This design comes from an exercise in tuning for small area on the open sky130 flow, not from production work. The RTL was checked by simulation tests, not by an equivalence proof against the original design. No activity file was given, so power comes from the tool's default toggle rates. The clock port is modelled as an ideal driver; clocking choices that lean on that would not hold on a real chip.

// sdram_write_streamer
module sdram_write_streamer #(
   parameter int DATAWIDTH       = sdram_streamer_pkg::DEF_DATAWIDTH,
   parameter int BYTEENABLEWIDTH = DATAWIDTH / 8,
   parameter int ADDRESSWIDTH    = sdram_streamer_pkg::DEF_ADDRESSWIDTH,
   parameter int FIFO_DEPTH      = sdram_streamer_pkg::DEF_FIFO_DEPTH,
   parameter int COUNTWIDTH      = sdram_streamer_pkg::DEF_COUNTWIDTH
)(
   input  logic                       clock50MHz,
   input  logic                       reset,
   input  logic                       auto_incr,
   input  logic [ADDRESSWIDTH-1:0]    base_address,
   input  logic                       load_base,
   input  logic [ADDRESSWIDTH-1:0]    sdram_address,
   input  logic [BYTEENABLEWIDTH-1:0] sdram_byteenable,
   input  logic                       sdram_write,
   input  logic [DATAWIDTH-1:0]       sdram_writedata,
   output logic                       sdram_waitrequest,
   input  logic                       sdram_finished,
   input  logic                       irq_ack,
   output logic [ADDRESSWIDTH-1:0]    master_address,
   output logic [BYTEENABLEWIDTH-1:0] master_byteenable,
   output logic                       master_write,
   output logic [DATAWIDTH-1:0]       master_writedata,
   input  logic                       master_waitrequest,
   output logic                       irq,
   output logic [COUNTWIDTH-1:0]      word_count,
   output logic                       busy
);
For scale: roughly 2300 cells after synthesis, ~1200 flip-flops, about 200 I/O pins.
clock: 5.0 ns
lec_check: 0
cap_margin: 20
core_margin: 2
core_utilization: 40
slew_margin: 20
standard.sh (not shown) runs the stock make flow with config.mk's settings and CLKGATE_MAP_FILE= SYNTH_SCRIPT=/design/flow/synth_recipe.tcl, a recipe that flattens the netlist after the stock synthesis.
==> flow/flow/run.sh <==
#!/bin/bash
# Standard ORFS layout (standard.sh) with changes that only affect buffering and sizing:
#  - port buffers use sky130_fd_sc_hd__buf_1 instead of the default pick;
#  - CTS clusters more sinks per leaf buffer and inserts no dummy loads;
# make's full output goes to orfs_make.log; ORFS keeps each step's log under orfs/logs.
set -euo pipefail
CTS_ARGS="-sink_clustering_enable -repair_clock_nets -dont_use_dummy_load -sink_clustering_size 30 -sink_clustering_max_diameter 100"
bash standard.sh \
  "BUFFER_PORTS_ARGS=-buffer_cell sky130_fd_sc_hd__buf_1" \
  "CTS_ARGS=$CTS_ARGS" \
  finish > orfs_make.log 2>&1
The first run completed without violations.
Then changed:
--- a/flow/flow/run.sh
+++ b/flow/flow/run.sh
@@ -6,3 +6,3 @@
 set -euo pipefail
-CTS_ARGS="-sink_clustering_enable -repair_clock_nets -dont_use_dummy_load -sink_clustering_size 30 -sink_clustering_max_diameter 100"
+CTS_ARGS="-sink_clustering_enable -repair_clock_nets -dont_use_dummy_load -sink_clustering_size 25 -sink_clustering_max_diameter 80"
 bash standard.sh \
Effect:
- final area grows by 0.49%
- via count grows by 0.38%
- worst setup slack gains 0.0076 ns
- register-to-register slack is about the same
- wire length barely changes
- global-route usage stays flat
- worst hold slack loses 0.0087 ns
- area after synthesis does not change
- total power grows by 2.5%
- sequential cell count stays the same

Setup of v27:
The RTL this note starts from:
==> flow/design.v <==
package sdram_streamer_pkg;
   localparam int DEF_DATAWIDTH    = 32;
   localparam int DEF_ADDRESSWIDTH = 32;
   localparam int DEF_FIFO_DEPTH   = 16;
   localparam int DEF_COUNTWIDTH   = 16;
   typedef enum logic [1:0] {
      IDLE,
      WRITE,
      FLUSH,
      DONE
   } state_t;
   typedef struct packed {
      logic [DEF_ADDRESSWIDTH-1:0]  address;
      logic [DEF_DATAWIDTH/8-1:0]   byteenable;
      logic [DEF_DATAWIDTH-1:0]     data;
   } fifo_entry_t;
   function automatic int clog2(input int value);
      clog2 = 0;
      for (int i = 0; i < 31; i++) begin
         if ((1 << i) < value) begin
            clog2 = i + 1;
         end
      end
   endfunction
endpackage
module sync_fifo #(
   parameter int WIDTH = 8,
   parameter int DEPTH = 16,
   parameter int AW    = $clog2(DEPTH)
)(
   input  logic             clk,
   input  logic             rst_n,
   input  logic             push,
   input  logic [WIDTH-1:0] push_data,
   input  logic             pop,
   output logic [WIDTH-1:0] head_data,
   output logic             full,
   output logic             empty,
   output logic             more_than_one
);
   logic [WIDTH-1:0] mem [DEPTH];
   logic [AW-1:0]    wr_ptr_reg;
   logic [DEPTH-1:0] rd_sel_reg;    
   logic [AW:0]      count_reg;
   logic             do_push;
   assign full          = count_reg[AW];
   assign empty         = (count_reg == '0);
   assign more_than_one = |count_reg[AW:1];
   assign do_push       = push && !full;
   always_comb begin
      head_data = '0;
      for (int i = 0; i < DEPTH; i++) begin
         head_data = head_data | ({WIDTH{rd_sel_reg[i]}} & mem[i]);
      end
   end
   always_ff @(posedge clk) begin
      if (do_push) begin
         mem[wr_ptr_reg] <= push_data;
      end
   end
   always_ff @(posedge clk or negedge rst_n) begin
      if (!rst_n) begin
         wr_ptr_reg <= '0;
         rd_sel_reg <= DEPTH'(1);
         count_reg  <= '0;
      end else begin
         if (do_push) begin
            wr_ptr_reg <= wr_ptr_reg + AW'(1);
         end
         if (pop) begin
            rd_sel_reg <= {rd_sel_reg[DEPTH-2:0], rd_sel_reg[DEPTH-1]};
         end
         case ({do_push, pop})
            2'b10:   count_reg <= count_reg + (AW+1)'(1);
            2'b01:   count_reg <= count_reg - (AW+1)'(1);
            default: count_reg <= count_reg;
         endcase
      end
   end
endmodule
module sdram_write_streamer #(
   parameter int DATAWIDTH       = sdram_streamer_pkg::DEF_DATAWIDTH,
   parameter int BYTEENABLEWIDTH = DATAWIDTH / 8,
   parameter int ADDRESSWIDTH    = sdram_streamer_pkg::DEF_ADDRESSWIDTH,
   parameter int FIFO_DEPTH      = sdram_streamer_pkg::DEF_FIFO_DEPTH,
   parameter int COUNTWIDTH      = sdram_streamer_pkg::DEF_COUNTWIDTH
)(
   input  logic                       clock50MHz,
   input  logic                       reset,
   input  logic                       auto_incr,
   input  logic [ADDRESSWIDTH-1:0]    base_address,
   input  logic                       load_base,
   input  logic [ADDRESSWIDTH-1:0]    sdram_address,
   input  logic [BYTEENABLEWIDTH-1:0] sdram_byteenable,
   input  logic                       sdram_write,
   input  logic [DATAWIDTH-1:0]       sdram_writedata,
   output logic                       sdram_waitrequest,
   input  logic                       sdram_finished,
   input  logic                       irq_ack,
   output logic [ADDRESSWIDTH-1:0]    master_address,
   output logic [BYTEENABLEWIDTH-1:0] master_byteenable,
   output logic                       master_write,
   output logic [DATAWIDTH-1:0]       master_writedata,
   input  logic                       master_waitrequest,
   output logic                       irq,
   output logic [COUNTWIDTH-1:0]      word_count,
   output logic                       busy
);
   localparam int ENTRY_W = ADDRESSWIDTH + BYTEENABLEWIDTH + DATAWIDTH;
   logic                    master_write_reg;
   logic                    flush_reg;
   logic [ADDRESSWIDTH-1:0] pointer_reg;
   logic [ADDRESSWIDTH-1:0] addr_src;
   logic [COUNTWIDTH-1:0]   word_count_reg;
   logic                    irq_reg;
   logic                    finish_pending_reg;
   logic                    fifo_full, fifo_empty, fifo_more;
   logic                    push, pop, inc;
   logic [ENTRY_W-1:0]      head_entry;
   assign push = sdram_write && !fifo_full;
   assign inc  = push && auto_incr;
   assign pop  = master_write_reg && !master_waitrequest;
   assign addr_src = load_base ? base_address : pointer_reg;
   sync_fifo #(
      .WIDTH (ENTRY_W),
      .DEPTH (FIFO_DEPTH)
   ) u_fifo (
      .clk           (clock50MHz),
      .rst_n         (reset),
      .push          (push),
      .push_data     ({auto_incr ? addr_src : sdram_address, sdram_byteenable, sdram_writedata}),
      .pop           (pop),
      .head_data     (head_entry),
      .full          (fifo_full),
      .empty         (fifo_empty),
      .more_than_one (fifo_more)
   );
   always_ff @(posedge clock50MHz or negedge reset) begin
      if (!reset) begin
         master_write_reg   <= 1'b0;
         flush_reg          <= 1'b0;
         pointer_reg        <= '0;
         word_count_reg     <= '0;
         irq_reg            <= 1'b0;
         finish_pending_reg <= 1'b0;
      end else begin
         if (master_write_reg) begin
            if (!master_waitrequest && !fifo_more) begin
               master_write_reg <= 1'b0;
               flush_reg        <= (finish_pending_reg || sdram_finished) && !push;
            end
         end else if (flush_reg) begin
            flush_reg <= 1'b0;
         end else if (!fifo_empty) begin
            master_write_reg <= 1'b1;
         end else begin
            flush_reg <= finish_pending_reg;
         end
         pointer_reg <= addr_src + (inc ? ADDRESSWIDTH'(BYTEENABLEWIDTH) : '0);
         if (load_base) begin
            word_count_reg <= '0;
         end else if (pop) begin
            word_count_reg <= word_count_reg + COUNTWIDTH'(1);
         end
         if (flush_reg) begin
            irq_reg <= 1'b1;
         end else if (irq_ack) begin
            irq_reg <= 1'b0;
         end
         if (flush_reg) begin
            finish_pending_reg <= 1'b0;
         end else if (sdram_finished) begin
            finish_pending_reg <= 1'b1;
         end
      end
   end
   assign sdram_waitrequest = fifo_full;
   assign master_address    = head_entry[ENTRY_W-1 -: ADDRESSWIDTH];
   assign master_byteenable = head_entry[DATAWIDTH +: BYTEENABLEWIDTH];
   assign master_writedata  = head_entry[DATAWIDTH-1:0];
   assign master_write      = master_write_reg;
   assign irq               = irq_reg;
   assign word_count        = word_count_reg;
   assign busy              = !fifo_empty || master_write_reg;
endmodule
==> flow/config.mk <==
export PLATFORM = sky130hd
export DESIGN_NAME = sdram_write_streamer
export DESIGN_NICKNAME = sdram_write_streamer
export VERILOG_FILES = /design/flow/design.v
export SDC_FILE = /design/flow/constraint.sdc
export NUM_CORES = 4
export LEC_CHECK = 0
export CAP_MARGIN = 20
export CORE_MARGIN = 2
export CORE_UTILIZATION = 40
export CTS_BUF_LIST = sky130_fd_sc_hd__clkbuf_4 sky130_fd_sc_hd__clkbuf_8
export GPL_TIMING_DRIVEN = 0
export SLEW_MARGIN = 20
==> flow/constraint.sdc <==
create_clock -name core_clock -period 5.0 [get_ports {clock50MHz}]
set_input_delay 1.0000 -clock core_clock [delete_from_list [all_inputs] [get_ports {clock50MHz}]]
set_output_delay 1.0000 -clock core_clock [all_outputs]
set_load 0.01 [all_outputs]
run.sh (not shown) runs the stock make flow with config.mk's settings and CLKGATE_MAP_FILE= SYNTH_SCRIPT=/design/flow/synth_recipe.tcl, a recipe that flattens the netlist after the stock synthesis.
Stock flow here: none of the scripts above is used.
Modified inputs, v9 compared to v27
Settings: CTS_BUF_LIST: sky130_fd_sc_hd__clkbuf_4 sky130_fd_sc_hd__clkbuf_8 -> unset; GPL_TIMING_DRIVEN: 0 -> unset.
==> flow/flow/run.sh (new file) <==
#!/bin/bash
# Standard ORFS layout (standard.sh) with two changes that only affect buffering:
#  - port buffers use sky130_fd_sc_hd__buf_1 instead of the default pick;
#  - CTS clusters more sinks per leaf buffer and inserts no dummy loads.
# make's full output goes to orfs_make.log; ORFS keeps each step's log under orfs/logs.
set -euo pipefail
CTS_ARGS="-sink_clustering_enable -repair_clock_nets -dont_use_dummy_load -sink_clustering_size 30 -sink_clustering_max_diameter 100"
bash standard.sh \
  "BUFFER_PORTS_ARGS=-buffer_cell sky130_fd_sc_hd__buf_1" \
  "CTS_ARGS=$CTS_ARGS" \
  finish > orfs_make.log 2>&1
==> flow/standard.sh (new file) <==
#!/bin/bash
# synth_recipe.tcl (not shown) runs the flow's synth.tcl, then flattens the netlist and writes it again
# the make line also repeats each setting of config.mk as NAME=value (left out here)
make -C /OpenROAD-flow-scripts/flow DESIGN_CONFIG=/design/flow/config.mk WORK_HOME=/design/flow/orfs CLKGATE_MAP_FILE= SYNTH_SCRIPT=/design/flow/synth_recipe.tcl "${@:-finish}"
removed: flow/run.sh
==> comparison <==
Sort v9 and v27 by post-layout instance area, descending, and v27 comes first.
From v27 to v9 the numbers moved as follows: clock-buffer cell count saw a decrease, layout cell share with drive strength beyond 1 moved down.
### v9 -> v2
==> flow/run.sh (new file) <==
#!/bin/bash
# synth_recipe.tcl (not shown) runs the flow's synth.tcl, then flattens the netlist and writes it again
# the make line also repeats each setting of config.mk as NAME=value (left out here)
make -C /OpenROAD-flow-scripts/flow DESIGN_CONFIG=/design/flow/config.mk WORK_HOME=/design/flow/orfs CLKGATE_MAP_FILE= SYNTH_SCRIPT=/design/flow/synth_recipe.tcl finish
removed: flow/flow/run.sh
removed: flow/standard.sh
==> results.txt <==
Having completed the whole flow, v2 delivered a layout that passed the timing, design-rule and antenna checks.
From v9 to v2 the numbers moved as follows: met3 global-route usage rose by 0.98 points; area added between synthesis and finish rose by 9.1 points; global-route usage stayed essentially flat; power consumption rose by 4.0 mW; wire length stayed essentially flat.
Measured against v9, the upper clock frequency limit of v2 comes out at 0.934 times the reference value.
The number of clock buffers in the layout in v2 sits 220% above the value recorded for v9.
Share of total power in sequential cells | v2 below v9
[compare] base=v9 new=v2: number of nets in the layout higher; via-per-instance ratio lower.

==> afterwards: timing with drivers on the ports <==
Ports are ideal in the flow. The routed layouts listed here were re-timed in OpenROAD.
Step 1, drivers: a clkbuf_16 drives clock50MHz and a buf_2 each remaining input, both assumed.
Step 2 adds t to the input delays and takes it off the output delays; t is the mean of the earliest and latest rising clock arrival at the registers after step 1. Input paths then give back, and output paths get back, about the clock's delay inside the block.
Slacks: ideal ports / drivers / drivers and shift; pairs: ideal ports / drivers.
run | t (ns) | setup slack, ns | hold slack, ns | worst data-port slew with drivers (ns)
the first run of note 1 | 0.684 | 0.954 / 0.888 / 0.985 | 0.429 / 0.429 / 0.429 | 0.04
the second run of note 1 | 0.698 | 0.962 / 0.895 / 0.967 | 0.420 / 0.420 / 0.420 | 0.04
v27 | 0.905 | 0.104 / 0.038 / 0.127 | 0.153 / 0.114 / 0.487 | 0.11
v9 | 0.684 | 0.943 / 0.874 / 0.906 | 0.390 / 0.360 / 0.492 | 0.12
v2 | 0.742 | 0.658 / 0.588 / 1.173 | 0.369 / 0.338 / 0.493 | 0.18
After both steps every run listed still meets setup and hold. The setup slack of v9, which loses most, moves by -0.069 ns with the drivers and by -0.037 ns with both steps.
